From an optimization exercise on the open Yosys and OpenROAD flow, aimed at small area and a short achievable clock period; shortcuts taken in it are not production practice. Function was checked by simulation only, so behaviour that the tests miss may differ from the original. Power figures rest on the tool's default switching activity, not on a simulated workload.

`flow/design.v`:
```
`default_nettype none
package ldpc_types_pkg;
    typedef logic signed [8-1:0] llr_t;
    typedef logic [8-1:0] mag_t;
    typedef logic [6-1:0] loc_t;
    typedef struct packed {
        llr_t a0;
        llr_t a1;
        llr_t a2;
        llr_t a3;
        llr_t a4;
        llr_t a5;
    } llr_row_t;
    typedef mag_t [7:0] mag_vec_t;
endpackage
`default_nettype wire
`default_nettype none
package ldpc_axil_pkg;
    typedef logic [31:0] axil_addr_t;
    typedef logic [31:0] axil_data_t;
    typedef logic [1:0]  axil_resp_t;
    localparam axil_resp_t AXIL_OKAY   = 2'd0;
    localparam axil_resp_t AXIL_SLVERR = 2'd2;
    typedef struct packed {
        axil_addr_t awaddr;
        logic       awvalid;
        axil_data_t wdata;
        logic [3:0] wstrb;
        logic       wvalid;
        logic       bready;
        axil_addr_t araddr;
        logic       arvalid;
        logic       rready;
    } axil_req_t;
    typedef struct packed {
        logic       awready;
        logic       wready;
        logic       bvalid;
        axil_resp_t bresp;
        logic       arready;
        logic       rvalid;
        axil_data_t rdata;
        axil_resp_t rresp;
    } axil_rsp_t;
endpackage
`default_nettype wire
`timescale 1ns/10ps
`default_nettype none
module ldpc_minimum #(
    parameter int WIDTH = 8
) (
    input  wire logic                  i_clock,
    input  wire logic                  i_reset,
    input  wire logic [7:0][WIDTH-1:0] i_in_data,
    output      logic [WIDTH-1:0]      o_out_data,
    output      logic [7:0]            o_min_location
);
logic [WIDTH-1:0] val_l1 [4];
logic [7:0]       loc_l1 [4];
logic [WIDTH-1:0] val_l2 [2];
logic [7:0]       loc_l2 [2];
logic [3:0]       odd_l1;
logic [1:0]       odd_l2;
logic             odd_l3;
always_comb begin
    for (int k = 0; k < 4; k++) begin
        odd_l1[k] = i_in_data[2*k+1] < i_in_data[2*k];
    end
    for (int k = 0; k < 2; k++) begin
        odd_l2[k] = val_l1[2*k+1] < val_l1[2*k];
    end
    odd_l3 = val_l2[1] < val_l2[0];
end
always_ff @(posedge i_clock) begin
    for (int k = 0; k < 4; k++) begin
        val_l1[k] <= odd_l1[k] ? i_in_data[2*k+1] : i_in_data[2*k];
    end
    for (int k = 0; k < 2; k++) begin
        val_l2[k] <= odd_l2[k] ? val_l1[2*k+1] : val_l1[2*k];
    end
    o_out_data <= odd_l3 ? val_l2[1] : val_l2[0];
end
always_ff @(posedge i_clock) begin
    if (i_reset) begin
        for (int k = 0; k < 4; k++) begin
            loc_l1[k] <= '0;
        end
        for (int k = 0; k < 2; k++) begin
            loc_l2[k] <= '0;
        end
        o_min_location <= '0;
    end else begin
        for (int k = 0; k < 4; k++) begin
            loc_l1[k] <= 8'b1 << (2*k + odd_l1[k]);
        end
        for (int k = 0; k < 2; k++) begin
            loc_l2[k] <= odd_l2[k] ? loc_l1[2*k+1] : loc_l1[2*k];
        end
        o_min_location <= odd_l3 ? loc_l2[1] : loc_l2[0];
    end
end
endmodule
`default_nettype wire
`timescale 1ns/10ps
`default_nettype none
module ldpc_minsigner (
    input  wire logic                     i_clock,
    input  wire logic                     i_reset,
    input  wire ldpc_types_pkg::llr_row_t i_row,
    input  wire logic                     i_valid,
    input  wire ldpc_types_pkg::mag_t     i_offset,
    output      ldpc_types_pkg::llr_row_t o_row,
    output      logic                     o_valid
);
ldpc_types_pkg::llr_t                    in_llr [6];
ldpc_types_pkg::mag_t [6-1:0] mag_s [3+1];
logic [6-1:0]                 sign_s [11];
ldpc_types_pkg::mag_vec_t                first_in;
ldpc_types_pkg::mag_t                    first_min_s3;
logic [7:0]                              first_loc_s3;
ldpc_types_pkg::mag_t [6-1:0] excl_s4;
ldpc_types_pkg::mag_t                    first_min_s [4:11];
ldpc_types_pkg::loc_t                    loc_s [4:11];
ldpc_types_pkg::mag_vec_t                second_in;
ldpc_types_pkg::mag_t                    second_min_s7;
ldpc_types_pkg::mag_t                    second_min_s [8:11];
logic                                    par_lo_s9;
logic                                    par_hi_s9;
logic                                    parity_s10;
logic [6-1:0]                 out_sign_s11;
ldpc_types_pkg::mag_t                    sel_mag [6];
ldpc_types_pkg::mag_t                    cor_mag [6];
ldpc_types_pkg::llr_t                    out_llr [6];
logic [13-2:0]                 valid_sr;
assign in_llr[0] = i_row.a0;
assign in_llr[1] = i_row.a1;
assign in_llr[2] = i_row.a2;
assign in_llr[3] = i_row.a3;
assign in_llr[4] = i_row.a4;
assign in_llr[5] = i_row.a5;
always_ff @(posedge i_clock) begin
    for (int i = 0; i < 6; i++) begin
        mag_s[0][i]  <= in_llr[i][8-1] ? ldpc_types_pkg::mag_t'(-in_llr[i])
                                                  : ldpc_types_pkg::mag_t'(in_llr[i]);
        sign_s[0][i] <= in_llr[i][8-1];
    end
    for (int k = 1; k <= 3; k++) begin
        mag_s[k] <= mag_s[k-1];
    end
    for (int k = 1; k < 11; k++) begin
        sign_s[k] <= sign_s[k-1];
    end
end
assign first_in = {{(2*8){1'b1}}, mag_s[0]};
ldpc_minimum #(
    .WIDTH (8)
) u_first_min (
    .i_clock        (i_clock),
    .i_reset        (i_reset),
    .i_in_data      (first_in),
    .o_out_data     (first_min_s3),
    .o_min_location (first_loc_s3)
);
always_ff @(posedge i_clock) begin
    for (int i = 0; i < 6; i++) begin
        excl_s4[i] <= first_loc_s3[i] ? mag_s[3][i] - first_min_s3 - 1'b1
                                      : mag_s[3][i];
    end
    first_min_s[4] <= first_min_s3;
    loc_s[4]       <= first_loc_s3[6-1:0];
    for (int k = 5; k <= 11; k++) begin
        first_min_s[k] <= first_min_s[k-1];
        loc_s[k]       <= loc_s[k-1];
    end
end
assign second_in = {{(2*8){1'b1}}, excl_s4};
ldpc_minimum #(
    .WIDTH (8)
) u_second_min (
    .i_clock        (i_clock),
    .i_reset        (i_reset),
    .i_in_data      (second_in),
    .o_out_data     (second_min_s7),
    .o_min_location ()
);
always_ff @(posedge i_clock) begin
    second_min_s[8] <= second_min_s7;
    for (int k = 9; k <= 11; k++) begin
        second_min_s[k] <= second_min_s[k-1];
    end
    par_lo_s9    <= ^sign_s[8][2:0];
    par_hi_s9    <= ^sign_s[8][5:3];
    parity_s10   <= par_lo_s9 ^ par_hi_s9;
    out_sign_s11 <= {6{parity_s10}} ^ sign_s[10];
end
always_comb begin
    for (int i = 0; i < 6; i++) begin
        sel_mag[i] = loc_s[11][i] ? second_min_s[11] : first_min_s[11];
        cor_mag[i] = (sel_mag[i] > i_offset) ? sel_mag[i] - i_offset : '0;
        out_llr[i] = out_sign_s11[i] ? -ldpc_types_pkg::llr_t'(cor_mag[i])
                                     : ldpc_types_pkg::llr_t'(cor_mag[i]);
    end
end
always_ff @(posedge i_clock) begin
    o_row.a0 <= out_llr[0];
    o_row.a1 <= out_llr[1];
    o_row.a2 <= out_llr[2];
    o_row.a3 <= out_llr[3];
    o_row.a4 <= out_llr[4];
    o_row.a5 <= out_llr[5];
end
always_ff @(posedge i_clock) begin
    if (i_reset) begin
        valid_sr <= '0;
        o_valid  <= 1'b0;
    end else begin
        valid_sr <= {valid_sr[13-3:0], i_valid};
        o_valid  <= valid_sr[13-2];
    end
end
endmodule
`default_nettype wire
`timescale 1ns/10ps
`default_nettype none
module ldpc_ctrl_regs (
    input  wire logic                     i_clock,
    input  wire logic                     i_reset,
    input  wire ldpc_axil_pkg::axil_req_t i_axil,
    output      ldpc_axil_pkg::axil_rsp_t o_axil,
    input  wire logic                     i_row_done,
    output      ldpc_types_pkg::mag_t     o_offset
);
typedef enum logic {IDLE, RESP} resp_state_t;
resp_state_t               wr_state;
resp_state_t               rd_state;
logic                      aw_ready;
logic                      ar_ready;
logic                      b_valid;
logic                      r_valid;
ldpc_axil_pkg::axil_resp_t b_resp;
ldpc_axil_pkg::axil_resp_t r_resp;
ldpc_axil_pkg::axil_data_t r_data;
ldpc_axil_pkg::axil_data_t row_count;
ldpc_types_pkg::mag_t      offset;
always_ff @(posedge i_clock) begin
    if (i_reset) begin
        wr_state <= IDLE;
        aw_ready <= 1'b0;
        b_valid  <= 1'b0;
        b_resp   <= ldpc_axil_pkg::AXIL_OKAY;
        offset   <= '0;
    end else begin
        case (wr_state)
            IDLE: begin
                if (aw_ready) begin
                    aw_ready <= 1'b0;
                    b_valid  <= 1'b1;
                    wr_state <= RESP;
                    if (i_axil.awaddr == 32'h0000_0000) begin
                        b_resp <= ldpc_axil_pkg::AXIL_OKAY;
                        if (i_axil.wstrb[0]) begin
                            offset <= i_axil.wdata[8-1:0];
                        end
                    end else begin
                        b_resp <= ldpc_axil_pkg::AXIL_SLVERR;
                    end
                end else if (i_axil.awvalid && i_axil.wvalid) begin
                    aw_ready <= 1'b1;
                end
            end
            RESP: begin
                if (i_axil.bready) begin
                    b_valid  <= 1'b0;
                    wr_state <= IDLE;
                end
            end
        endcase
    end
end
always_ff @(posedge i_clock) begin
    if (i_reset) begin
        rd_state <= IDLE;
        ar_ready <= 1'b0;
        r_valid  <= 1'b0;
        r_resp   <= ldpc_axil_pkg::AXIL_OKAY;
        r_data   <= '0;
    end else begin
        case (rd_state)
            IDLE: begin
                if (ar_ready) begin
                    ar_ready <= 1'b0;
                    r_valid  <= 1'b1;
                    rd_state <= RESP;
                    r_resp   <= ldpc_axil_pkg::AXIL_OKAY;
                    case (i_axil.araddr)
                        32'h0000_0000: r_data <= ldpc_axil_pkg::axil_data_t'(offset);
                        32'h0000_0004:   r_data <= row_count;
                        default: begin
                            r_data <= '0;
                            r_resp <= ldpc_axil_pkg::AXIL_SLVERR;
                        end
                    endcase
                end else if (i_axil.arvalid) begin
                    ar_ready <= 1'b1;
                end
            end
            RESP: begin
                if (i_axil.rready) begin
                    r_valid  <= 1'b0;
                    rd_state <= IDLE;
                end
            end
        endcase
    end
end
always_ff @(posedge i_clock) begin
    if (i_reset) begin
        row_count <= '0;
    end else if (i_row_done) begin
        row_count <= row_count + 1'b1;
    end
end
always_comb begin
    o_axil.awready = aw_ready;
    o_axil.wready  = aw_ready;
    o_axil.bvalid  = b_valid;
    o_axil.bresp   = b_resp;
    o_axil.arready = ar_ready;
    o_axil.rvalid  = r_valid;
    o_axil.rdata   = r_data;
    o_axil.rresp   = r_resp;
end
assign o_offset = offset;
endmodule
`default_nettype wire
`timescale 1ns/10ps
`default_nettype none
module ldpc_check_node (
    input  wire logic        i_clock,
    input  wire logic        i_reset,
    input  wire logic [47:0] i_row,
    input  wire logic        i_valid,
    output      logic [47:0] o_row,
    output      logic        o_valid,
    input  wire logic [31:0] s_axil_awaddr,
    input  wire logic        s_axil_awvalid,
    output      logic        s_axil_awready,
    input  wire logic [31:0] s_axil_wdata,
    input  wire logic [3:0]  s_axil_wstrb,
    input  wire logic        s_axil_wvalid,
    output      logic        s_axil_wready,
    output      logic        s_axil_bvalid,
    output      logic [1:0]  s_axil_bresp,
    input  wire logic        s_axil_bready,
    input  wire logic [31:0] s_axil_araddr,
    input  wire logic        s_axil_arvalid,
    output      logic        s_axil_arready,
    output      logic        s_axil_rvalid,
    output      logic [31:0] s_axil_rdata,
    output      logic [1:0]  s_axil_rresp,
    input  wire logic        s_axil_rready
);
ldpc_types_pkg::mag_t     offset;
ldpc_types_pkg::llr_row_t row_in;
ldpc_types_pkg::llr_row_t row_out;
ldpc_axil_pkg::axil_req_t axil_req;
ldpc_axil_pkg::axil_rsp_t axil_rsp;
assign row_in = i_row;
assign o_row  = row_out;
always_comb begin
    axil_req.awaddr  = s_axil_awaddr;
    axil_req.awvalid = s_axil_awvalid;
    axil_req.wdata   = s_axil_wdata;
    axil_req.wstrb   = s_axil_wstrb;
    axil_req.wvalid  = s_axil_wvalid;
    axil_req.bready  = s_axil_bready;
    axil_req.araddr  = s_axil_araddr;
    axil_req.arvalid = s_axil_arvalid;
    axil_req.rready  = s_axil_rready;
end
assign s_axil_awready = axil_rsp.awready;
assign s_axil_wready  = axil_rsp.wready;
assign s_axil_bvalid  = axil_rsp.bvalid;
assign s_axil_bresp   = axil_rsp.bresp;
assign s_axil_arready = axil_rsp.arready;
assign s_axil_rvalid  = axil_rsp.rvalid;
assign s_axil_rdata   = axil_rsp.rdata;
assign s_axil_rresp   = axil_rsp.rresp;
ldpc_ctrl_regs u_ctrl_regs (
    .i_clock    (i_clock),
    .i_reset    (i_reset),
    .i_axil     (axil_req),
    .o_axil     (axil_rsp),
    .i_row_done (o_valid),
    .o_offset   (offset)
);
ldpc_minsigner u_minsigner (
    .i_clock  (i_clock),
    .i_reset  (i_reset),
    .i_row    (row_in),
    .i_valid  (i_valid),
    .i_offset (offset),
    .o_row    (row_out),
    .o_valid  (o_valid)
);
endmodule
`default_nettype wire
```
`flow/run.sh`:
```
#!/bin/bash
# synth_recipe.tcl (not shown) runs the flow's synth.tcl, then flattens the netlist and writes it again
# the make line also repeats each setting of config.mk as NAME=value (left out here)
make -C /OpenROAD-flow-scripts/flow DESIGN_CONFIG=/design/flow/config.mk WORK_HOME=/design/flow/orfs CLKGATE_MAP_FILE= SYNTH_SCRIPT=/design/flow/synth_recipe.tcl finish
```
`flow/config.mk`:
```
export PLATFORM = sky130hd
export DESIGN_NAME = ldpc_check_node
export DESIGN_NICKNAME = ldpc_check_node
export VERILOG_FILES = /design/flow/design.v
export SDC_FILE = /design/flow/constraint.sdc
export NUM_CORES = 4
export LEC_CHECK = 0
export CAP_MARGIN = 20
export CORE_MARGIN = 2
export CORE_UTILIZATION = 40
export SLEW_MARGIN = 20
```
`flow/constraint.sdc`:
```
create_clock -name core_clock -period 4.0 [get_ports {i_clock}]
set_input_delay 0.8000 -clock core_clock [delete_from_list [all_inputs] [get_ports {i_clock}]]
set_output_delay 0.8000 -clock core_clock [all_outputs]
set_load 0.01 [all_outputs]
```
==> flow_metrics.py <==
metrics = {
    "die": {
        "die_width_um": 258,
        "initial_core_util_pct": 40.2,
        "boundaryPins": 246,
        "num_rows": 93,
        "design.core.area_um2": 64100,
        "dieArea_um2": 66500,
        "die_h_um": 258,
    },
    "grt": {
        "globalRouteTotalUtil_pct": 15.1,
        "global_route_wire_length_before_repair_um": 81100,
        "maximum_number_of_pins_on_one_net_before_global_route_repair": 55,
        "grt_pass1_vias": 16100,
        "global_route.overflow_total": 0,
        "grt_antenna_before_repair": 3,
    },
    "place": {
        "detailed_place.area_um2": 28800,
        "dpl.hpwl_um": 37800,
        "placement.setup.worst_slack_ns": 0.689,
        "number_of_buffers_inserted_by_port_buffering": 216,
        "gpl.final_weighted_congestion": 0.830,
        "place.detailed.instances": 3286,
    },
    "sta": {
        "rsz0062_at_grt": "false",
        "timing.final.max_slew_violations": 0,
        "fin_worst_skew_ns": 0.0304,
        "period_minus_slack_ns": 3.38,
        "timing.slew.headroom_pct": 34.9,
        "timing.hold.ws_ns": 0.302,
        "timing.final.hold_violations": 0,
        "finalCritPeriodShare_pct": 84.5,
        "worst_slack_ns": 0.621,
        "max_slew.worst_pin.slew_ns": 0.973,
        "timing.final.setup_violations": 0,
        "max_clk_rate_ghz": 0.296,
        "timing.setup.tns_ns": 0,
    },
    "yosys": {
        "edff_count_synth": 0,
        "synthTopCellsByArea": "sky130_fd_sc_hd__dfxtp_1 (55%), sky130_fd_sc_hd__ha_1 (8.4%), sky130_fd_sc_hd__mux2_2 (6.6%)",
        "synthDistinctLibCells": 70,
        "yosysMostFrequentCell": "sky130_fd_sc_hd__dfxtp_1",
        "synth-async-reset-ratio_pct": 0,
        "synth_sequential_area_ratio_pct": 55.5,
        "synth_area_leader_cell": "sky130_fd_sc_hd__dfxtp_1",
        "synth_top_flop_cell": "sky130_fd_sc_hd__dfxtp_1",
        "synthesis.area_per_instance_um2": 11.5,
        "synth.ff_latch_count": 714,
        "synth_top_cell_area_share_pct": 55.5,
        "synthesized_instance_count": 2250,
        "total_of_warnings_raised_by_yosys": 17,
        "post_synth_most_frequent_cells": "sky130_fd_sc_hd__dfxtp_1 (714), sky130_fd_sc_hd__ha_1 (173), sky130_fd_sc_hd__mux2_2 (152), sky130_fd_sc_hd__nor2_1 (146), sky130_fd_sc_hd__inv_1 (132)",
        "synthesis.area_um2": 25800,
    },
    "worst_hold_path": {
        "worst_hold_path_type": "flip-flop to flip-flop",
        "timing.hold.worst_path_depth": 0,
        "worst_hold_startpoint": "u_minsigner.u_second_min.val_l1[2][7]",
        "hold-path-endpoint": "u_minsigner.u_second_min.val_l2[1][7]",
    },
    "final_layout": {
        "nets": 2848,
        "finalNonFillerCells": 3418,
        "layout-drive-gt1-share_pct": 13.0,
        "post_layout_instance_area_um2": 31400,
        "areaGrowthSynthToFinish_pct": 21.8,
    },
    "route": {
        "detail_route.vias_per_cell": 4.67,
        "1st_pass_router_iterations": 6,
        "detail_route.wirelength_um": 50100,
        "drt-initial-drc-count": 591,
        "post_drt_wl_per_cell_um": 14.6,
        "drc_errors": 0,
        "final_antenna_net_count": 0,
        "vias": 16000,
    },
    "power": {
        "peakVddDrop_mv": 0.367,
        "p_leak_nw": 13.1,
        "power-per-cell-area_nw_per_um2": 771,
    },
    "cts": {
        "register_clock_pin_slew_on_the_reported_worst_setup_and_hold_paths_ns": 0.06,
        "tritoncts": "done",
        "cts_resized": 0,
        "ctsRootBufferMaster": "sky130_fd_sc_hd__clkbuf_16",
        "cts.path.max_buffers": 3,
        "clk-insertion-delay-late_ns": 0.61,
        "cts_buffer_count": 74,
        "post_cts.repair.setup_buffers": 0,
        "cts.sink_count": 714,
        "cts.htree.levels": 3,
        "post_cts_hold_buffer_count": 0,
    },
    "setup_path": {
        "worstPathMaxFanout": 8,
        "crit_required_ns": 4.49,
        "r2r_cells": 12,
        "critPathKind": "flip-flop to flip-flop",
        "cp_data_arrival_time_ns": 3.87,
        "timing.critical_path.to_type": "flip-flop",
        "worst_setup_path_start_kind": "flip-flop",
        "rr_endpoint": "u_minsigner.o_row[36]",
        "reg2reg_slack_ns": 0.62,
        "rr_startpoint": "u_minsigner.loc_s[11][1]",
    },
    "run_status": {
        "run_status": "no timing/DRC/antenna violations",
    },
    "run": {
        "cap_viol_max_count": 0,
    },
}
[cells in the final DEF (no fill, tap or decap), drive strengths merged, types with 21 or more instances in the layout]
master	count
clkbuf	97
xor2	60
o21ai	88
nor2b	47
nand2	84
nor2	146
a22o	24
a21o	35
ha	173
mux2	152
nand3	22
xnor2	91
clkdlybuf4s50	215
nand4	21
mux2i	35
dfxtp	714
a21oi	88
inv	139
or2	28
o21a	27
nand2b	31
nor3	53
[area by class of cell]
cell class / instances / area (um2)
fillers: 5676 / 32700
repair buffers: 223 / 2210
well taps: 855 / 1070
diodes: 3 / 7.51
flip-flops and latches: 714 / 14300
inverters: 132 / 495
clock buffers: 97 / 2050
clock inverters: 32 / 475
multi-input cells: 1362 / 10800
[routing by layer]
metal  vias to the layer above  track usage (%)  part of all wire (%)  wire length (um)
met3                       100             2.72                   3.3              1660
met2                       290             26.3                    49             24300
met1                      7322             18.1                    45             22300
met5                         -                0                     0                 0
met4                         0             6.98                   3.4              1720
li1                       8255                -                     -                 -
[worst max-delay path: stages, from the launching register on]
cell and delay (ns):
sky130_fd_sc_hd__dfxtp_1 0.53, sky130_fd_sc_hd__mux2_2 0.39, sky130_fd_sc_hd__ha_1 0.34, sky130_fd_sc_hd__nor2b_1 0.16, sky130_fd_sc_hd__o21ai_0 0.25, sky130_fd_sc_hd__a21oi_1 0.15
sky130_fd_sc_hd__o31ai_2 0.45, sky130_fd_sc_hd__or2_2 0.21, sky130_fd_sc_hd__ha_1 0.23, sky130_fd_sc_hd__nand2_1 0.09, sky130_fd_sc_hd__o21ai_0 0.22, sky130_fd_sc_hd__a211oi_1 0.08
sky130_fd_sc_hd__a21o_1 0.17
[kinds of logic after synthesis]
logic type	share of synthesized area, %
other cells	0.0146
compound gates	9.08
fa+ha+maj	9.33
simple gates	10.3
flops	55.5
mux	8.00
buf+inv	2.73
xor+xnor	5.13
[sequential cells by signal (all words and copies together), names as in the netlist, 6 cells and up]
register                                count
u_minsigner.mag_s                         192
u_minsigner.sign_s                         66
u_minsigner.first_min_s                    64
u_minsigner.excl_s4                        48
u_minsigner.loc_s                          48
u_minsigner.o_row                          48
u_ctrl_regs.r_data                         32
u_ctrl_regs.row_count                      32
u_minsigner.second_min_s                   32
u_minsigner.u_first_min.val_l1             24
u_minsigner.u_second_min.val_l1            24
u_minsigner.u_first_min.val_l2             16
u_minsigner.u_second_min.val_l2            16
u_minsigner.valid_sr                       12
u_ctrl_regs.offset                          8
u_minsigner.u_first_min.o_out_data          8
u_minsigner.u_second_min.o_out_data         8
u_minsigner.out_sign_s11                    6
u_minsigner.u_first_min.loc_l1              6
u_minsigner.u_first_min.loc_l2              6
u_minsigner.u_first_min.o_min_location      6
[metrics by stage]
| step | total power, mW | utilization [%] |
|---|---|---|
| final | 24.2 | 48.9 |
| after global routing | 25.8 | 48.9 |
| after CTS | 24.5 | 48.9 |
| after detailed placement | 17.4 | 45.0 |
| after global placement | 17.2 | 45.0 |
| after floorplan | 15.2 | - |
[how the worst max path moves through the flow]
| stage | from | end | slack (ns) | cells after the start |
|---|---|---|---|---|
| 2_1_floorplan | u_minsigner.loc_s[11][1] | u_minsigner.o_row[36] | 0.96 | 13 |
| 3_3_place_gp | u_minsigner.loc_s[11][1] | u_minsigner.o_row[36] | 0.79 | 12 |
| 3_5_place_dp | u_minsigner.loc_s[11][1] | u_minsigner.o_row[36] | 0.69 | 12 |
| 4_1_cts | u_minsigner.loc_s[11][1] | u_minsigner.o_row[36] | 0.64 | 12 |
| 5_1_grt | u_minsigner.loc_s[11][1] | u_minsigner.o_row[36] | 0.28 | 12 |
| 6_report | u_minsigner.loc_s[11][1] | u_minsigner.o_row[36] | 0.62 | 12 |
[report_power, final]
group          internal (mW)  total [mW]  leakage, nW  switching, mW
registers               8.63        9.37         5.95          0.737
logic                   3.88        7.87         5.87           3.99
clock network           4.18        6.96         1.24           2.78
total                   16.7        24.2         13.1           7.50

[afterwards: timing with drivers on the ports]
How much do the figures lean on ideal ports? The routed layout below was timed once more, with nothing changed but the port constraints. Step 1 sets driving cells, clkbuf_16 on the clock port and buf_2 on the other inputs (assumed; they add their load-dependent delay and slew). Step 2, shift: input delay + t, output delay - t, t = (earliest + latest rising clock arrival at the registers) / 2. This alone moves slack from input paths to output paths. Three values: ideal ports, drivers, drivers and shift; two values: the first two.
t (ns): 0.653
slack for setup (ns): 0.621 / 0.621 / 0.621
worst setup path at the end: register to register
After both steps this run still meets setup and hold. For this run, drivers alone change the setup slack by 0.000 ns; drivers and shift together by 0.000 ns.
